Background: an optimization exercise with open tools, aiming at small area and a short achievable clock period. Do not read the settings as production practice. RTL that was checked went through simulation tests only; none was proved equivalent to the original. Power is estimated from default activity; no workload was simulated.

Design dvp_frame_writer, start of the top module:
module dvp_frame_writer #(
    parameter int BURST_LEN    = 64,
    parameter int FIFO_DEPTH   = 256,
    parameter int FRAME_PIXELS = 307200,
    parameter int ADDR_W       = 20,
    parameter int BASE_ADDR    = 0
) (
    input  logic                        sclk,          
    input  logic                        rst,           
    input  logic                        frame_start,   
    input  logic                        pix_valid,     
    input  logic [15:0]                 pix_data,      
    output logic                        wr_req,        
    output logic [ADDR_W-1:0]           wr_addr,       
    input  logic                        wr_ack,        
    input  logic                        wr_data_rd,    
    output logic [15:0]                 wr_data,       
    output logic [$clog2(FIFO_DEPTH):0] fifo_level,    
    output logic                        overflow,      
    output logic                        frame_done     
);
==> flow/config.mk <==
export PLATFORM = sky130hd
export DESIGN_NAME = dvp_frame_writer
export DESIGN_NICKNAME = dvp_frame_writer
export VERILOG_FILES = /design/flow/design.v
export SDC_FILE = /design/flow/constraint.sdc
export NUM_CORES = 4
export LEC_CHECK = 0
export ABC_CLOCK_PERIOD_IN_PS = 2000
export CAP_MARGIN = 20
export CORE_MARGIN = 2
export CORE_UTILIZATION = 55
export CTS_CLUSTER_DIAMETER = 60
export CTS_CLUSTER_SIZE = 30
export SETUP_SLACK_MARGIN = 4.0
export SLEW_MARGIN = 20
export TNS_END_PERCENT = 10
==> flow/constraint.sdc <==
create_clock -name core_clock -period 7.0 [get_ports {sclk}]
set_input_delay 1.4000 -clock core_clock [delete_from_list [all_inputs] [get_ports {sclk}]]
set_output_delay 1.4000 -clock core_clock [all_outputs]
set_load 0.01 [all_outputs]
standard.sh (not shown) runs the stock make flow with config.mk's settings and CLKGATE_MAP_FILE= SYNTH_SCRIPT=/design/flow/synth_recipe.tcl, a recipe that flattens the netlist after the stock synthesis.
==> flow/flow/run.sh <==
#!/bin/bash
# Own flow: the standard layout (standard.sh, unchanged synthesis and steps) with two
# layout options changed: the port buffers are buf_4 cells instead of the resizer's pick,
# and clock tree synthesis inserts no dummy loads.
set -euo pipefail
export BUFFER_PORTS_ARGS="-buffer_cell sky130_fd_sc_hd__buf_4"
export CTS_ARGS="-sink_clustering_enable -repair_clock_nets -sink_clustering_size 30 -sink_clustering_max_diameter 60 -dont_use_dummy_load"
bash standard.sh finish > flow_make.log 2>&1
The starting point ran to the end with no violations.
Rerun with:
- TNS_END_PERCENT: 10 -> default
Sequential share of layout area is higher by 0.26 points.
Non-clock buffer count is lower by 60.
Cell count is lower slightly.
Hold slack degrades by 28 ps.
Clock skew is lower by 35 ps.
Area after synthesis stays the same.
First-iteration DRC count is lower by a little under a tenth.
Die area is unchanged.
Rerun with:
- CORE_UTILIZATION: 55 -> 65
The changed run finished clean.
Setup slack loses 280 ps.
Total power is lower by 2.7%.
Fmax is lower by 8.3%.
Design area is lower by 0.38%.
Sequential share of layout area is higher by 0.27 points.
Sequential cell count stays the same.
Routed wire length is higher by 0.54%.
Clock power is lower by about 8%.
Worst hold slack gains 24 ps.
Non-clock buffer count is higher by 37.
No run of this note included a check of the RTL's function; only the layout flow was run.

job 101:
dvp_frame_writer, a different RTL version from the one above (not shown whole).
Size: ~8,000 cells after synthesis, about 4,300 flip-flops, about 0.15 sq mm of cells after synthesis.
// dvp_frame_writer
module dvp_frame_writer #(
    parameter int BURST_LEN    = 64,
    parameter int FIFO_DEPTH   = 256,
    parameter int FRAME_PIXELS = 307200,
    parameter int ADDR_W       = 20,
    parameter int BASE_ADDR    = 0
) (
    input  logic                        sclk,          
    input  logic                        rst,           
    input  logic                        frame_start,   
    input  logic                        pix_valid,     
    input  logic [15:0]                 pix_data,      
    output logic                        wr_req,        
    output logic [ADDR_W-1:0]           wr_addr,       
    input  logic                        wr_ack,        
    input  logic                        wr_data_rd,    
    output logic [15:0]                 wr_data,       
    output logic [$clog2(FIFO_DEPTH):0] fifo_level,    
    output logic                        overflow,      
    output logic                        frame_done     
);
==> flow/config.mk <==
export PLATFORM = sky130hd
export DESIGN_NAME = dvp_frame_writer
export DESIGN_NICKNAME = dvp_frame_writer
export VERILOG_FILES = /design/flow/design.v
export SDC_FILE = /design/flow/constraint.sdc
export NUM_CORES = 4
export LEC_CHECK = 0
export ABC_CLOCK_PERIOD_IN_PS = 2000
export CAP_MARGIN = 20
export CORE_MARGIN = 2
export CORE_UTILIZATION = 55
export CTS_CLUSTER_DIAMETER = 60
export CTS_CLUSTER_SIZE = 30
export SETUP_SLACK_MARGIN = 4.2
export SLEW_MARGIN = 20
==> flow/constraint.sdc <==
create_clock -name core_clock -period 7.0 [get_ports {sclk}]
set_input_delay 1.4000 -clock core_clock [delete_from_list [all_inputs] [get_ports {sclk}]]
set_output_delay 1.4000 -clock core_clock [all_outputs]
set_load 0.01 [all_outputs]
Scripts as last shown in full above: flow/flow/run.sh
For job 102, these inputs were changed with respect to job 101:
- changing CORE_UTILIZATION from 55 to 62
- changing SETUP_SLACK_MARGIN from 4.2 to 4.4
Findings:
- Job 102 closes out successfully: all stages finished, all timing, DRC and antenna checks passed.
- Summary: final critical delay including setup and external delays, job 102 better than job 101
- Re met3 track demand over resource: job 102 and job 101 aren't equal, and the higher value belongs to job 102.
- Summary: with job 101 as the reference, via count in job 102 moved up slightly.
- There was hardly any difference in cell area between job 102 and job 101.
- Wire: job 102 routes more than job 101
- From job 101 to job 102 the numbers moved as follows: count of antenna diodes in the layout shows a reduction of 2; layout overhead on the synthesized area shows no meaningful change.
--- input diff job 102..job 103 ---
- changing SETUP_SLACK_MARGIN from 4.4 to 4.0
- changing CORE_UTILIZATION from 62 to 55
Results
- Looking at detailed-routing wirelength on met1, job 103 sits about 3.2% below job 102.
- Summary: with job 102 as the reference, number of global-route vias before repair in job 103 moved down slightly.
- When the final numbers for job 102 and job 103 were put side by side, the net switching power of the design turned out to be smaller in job 102.
- Taking job 102 as the reference point, the area of the multi-input gates of job 103 falls by about 2%.
Input changes introduced in job 104 (baseline for comparison: job 103):
- SETUP_SLACK_MARGIN now 4.4, was 4.0
- ABC_AREA now 1, previously not set
- ABC_CLOCK_PERIOD_IN_PS no longer set, was 2000
## What came out
Delta (job 104 minus job 103): final critical-path required period shows a reduction of 0.20 ns; average instance area after synthesis shows a reduction of about 30%; global-route usage shows an increase of 2.1 points; clock share of power shows an increase of 1.9 points. [job 104] synthesized-area fraction occupied by ao, oa, aoi and oai cells fell 9.8 points relative to job 103. Job 103 tops out at a lower clock frequency than job 104. Going from job 103 to job 104, register share of the cell area went down by 4.5 points, proportion of cell area spent on the clock network shows an increase of 0.25 points. Diff job 103 and job 104: mean routed wirelength per cell lower in job 104. Status: storage element area parity (job 104, job 103). lo_q[24] as the startpoint of the worst setup timing path was reported by job 103, and out_q[9] by job 104. | routed wire length | job 104 vs job 103 | worse |.
> inputs changed (job 104 -> job 105)
- clearing ABC_AREA, which used to be 1
- putting ABC_CLOCK_PERIOD_IN_PS at 2000 where nothing was set
==> comparison <==
- Job 105 finished every stage and its layout cleared the timing, DRC and antenna checks.
- Job 104 was larger in final cell area than job 105.
- Looking at leading cell type in the layout, fill and taps excluded, the sky130_fd_sc_hd__edfxtp_1 result is from job 105; the sky130_fd_sc_hd__nand2_1 one comes from job 104.
- Job 105 falls short of job 104 in smallest setup slack after layout.
- Total power of job 105 is lower than that of job 104.

Setup of oak:
Another version of the RTL of dvp_frame_writer (not shown whole).
Size: ~4,200 flip-flops, ~70 I/O pins.
==> flow/config.mk <==
export PLATFORM = sky130hd
export DESIGN_NAME = dvp_frame_writer
export DESIGN_NICKNAME = dvp_frame_writer
export VERILOG_FILES = /design/flow/design.v
export SDC_FILE = /design/flow/constraint.sdc
export NUM_CORES = 4
export LEC_CHECK = 0
export CAP_MARGIN = 20
export CORE_MARGIN = 2
export CORE_UTILIZATION = 70
export CTS_CLUSTER_DIAMETER = 50
export CTS_CLUSTER_SIZE = 30
export SETUP_SLACK_MARGIN = 4.3
export SLEW_MARGIN = 20
==> flow/constraint.sdc <==
create_clock -name core_clock -period 7.0 [get_ports {sclk}]
set_input_delay 1.4000 -clock core_clock [delete_from_list [all_inputs] [get_ports {sclk}]]
set_output_delay 1.4000 -clock core_clock [all_outputs]
set_load 0.01 [all_outputs]
run.sh (not shown) runs the stock make flow with config.mk's settings and CLKGATE_MAP_FILE= SYNTH_SCRIPT=/design/flow/synth_recipe.tcl, a recipe that flattens the netlist after the stock synthesis.
Stock flow here: none of the scripts above is used.
Input changes introduced in pine (baseline for comparison: oak):
-- flow/config.mk --
<<< oak, line 10
export CORE_UTILIZATION = 70
export CTS_CLUSTER_DIAMETER = 50
>>> pine, line 10
export CORE_UTILIZATION = 55
export CTS_CLUSTER_DIAMETER = 60
<<< oak, line 13
export SETUP_SLACK_MARGIN = 4.3
>>> pine, line 13
export SETUP_SLACK_MARGIN = 4.0
==> comparison <==
Maximum level of the CTS H-tree for pine: 1 down relative to oak
The met2 routing resource usage after global routing of pine is lower than that of oak.
From oak to pine the numbers moved as follows: met3 routing resource usage after global routing lost 5.4 points, final standard cell utilization of the core lost 20 points, number of detailed-routing iterations run before antenna repair picked up an extra 2, height of the die picked up an extra about 13%, number of distinct library cells after synthesis neither gained nor lost much.
Die area: higher on pine
--- input diff pine..birch ---
==> flow/flow/run.sh (new file) <==
#!/bin/bash
# Own flow: the standard layout (standard.sh, unchanged synthesis and steps) with two
# layout options changed: the port buffers are buf_4 cells instead of the resizer's pick,
# and clock tree synthesis inserts no dummy loads.
set -euo pipefail
export BUFFER_PORTS_ARGS="-buffer_cell sky130_fd_sc_hd__buf_4"
export CTS_ARGS="-sink_clustering_enable -repair_clock_nets -sink_clustering_size 30 -sink_clustering_max_diameter 60 -dont_use_dummy_load"
bash standard.sh finish > flow_make.log 2>&1
==> flow/standard.sh (new file) <==
#!/bin/bash
# synth_recipe.tcl (not shown) runs the flow's synth.tcl, then flattens the netlist and writes it again
# the make line also repeats each setting of config.mk as NAME=value (left out here)
make -C /OpenROAD-flow-scripts/flow DESIGN_CONFIG=/design/flow/config.mk WORK_HOME=/design/flow/orfs CLKGATE_MAP_FILE= SYNTH_SCRIPT=/design/flow/synth_recipe.tcl "${@:-finish}"
-- flow/config.mk --
<<< pine, line 8
>>> birch, line 8
export ABC_CLOCK_PERIOD_IN_PS = 2000
removed: flow/run.sh
## What came out
For birch, the startpoint-to-endpoint class of the critical path was flip-flop to flip-flop, unlike pine, where it was flip-flop to output pin. birch vs pine, startpoint of the worst setup timing path: lo_q[15] vs out_q[9]. Measured against each other, pine and birch differ in sequential share of layout area, the lower figure coming from pine. Sort pine and birch by met3 global-route usage, descending, and birch comes first. Diff pine -> birch: multi-input gate share of the layout cell area rose 0.34 points, hold slack down 44 ps, reported net switching power went down by 1.7 mW, period utilization moved up.

## re-timing with driven ports
The flow's constraints put no driver on any port. The routed layouts listed below were extracted and timed again, unchanged, in two steps.
Step 1: set_driving_cell puts a clkbuf_16 on sclk and a buf_2 on each other input, an assumption about the parent block.
Step 2 times the ports against the registers' clock, not the clock port: input delays grow and output delays shrink by t, the midpoint of the rising clock arrivals with the driver on.
Three values: ideal ports, drivers, drivers and shift; two values: the first two.
run | shift t [ns] | slack for setup (ns) | worst data-port slew with drivers (ns)
the first run of note 1 | 1.018 | 3.709 / 3.709 / 3.158 | 0.09
the second run of note 1 | 1.024 | 3.855 / 3.855 / 3.401 | 0.09
the third run of note 1 | 0.972 | 3.572 / 3.572 / 3.208 | 0.16
job 101 | 1.005 | 4.103 / 3.996 / 3.495 | 0.13
job 102 | 0.964 | 4.220 / 4.128 / 3.475 | 0.14
job 103 | 1.004 | 4.015 / 3.928 / 3.383 | 0.11
job 104 | 1.006 | 4.220 / 4.105 / 3.611 | 0.05
job 105 | 1.000 | 4.169 / 4.068 / 3.545 | 0.12
oak | 1.066 | 3.578 / 3.578 / 2.896 | 0.21
pine | 1.048 | 3.849 / 3.748 / 3.159 | 0.23
birch | 1.016 | 3.787 / 3.775 / 3.183 | 0.19
After both steps setup and hold are still met in every run listed. The setup slack of job 102, which loses most, moves by -0.092 ns with the drivers and by -0.745 ns with both steps.
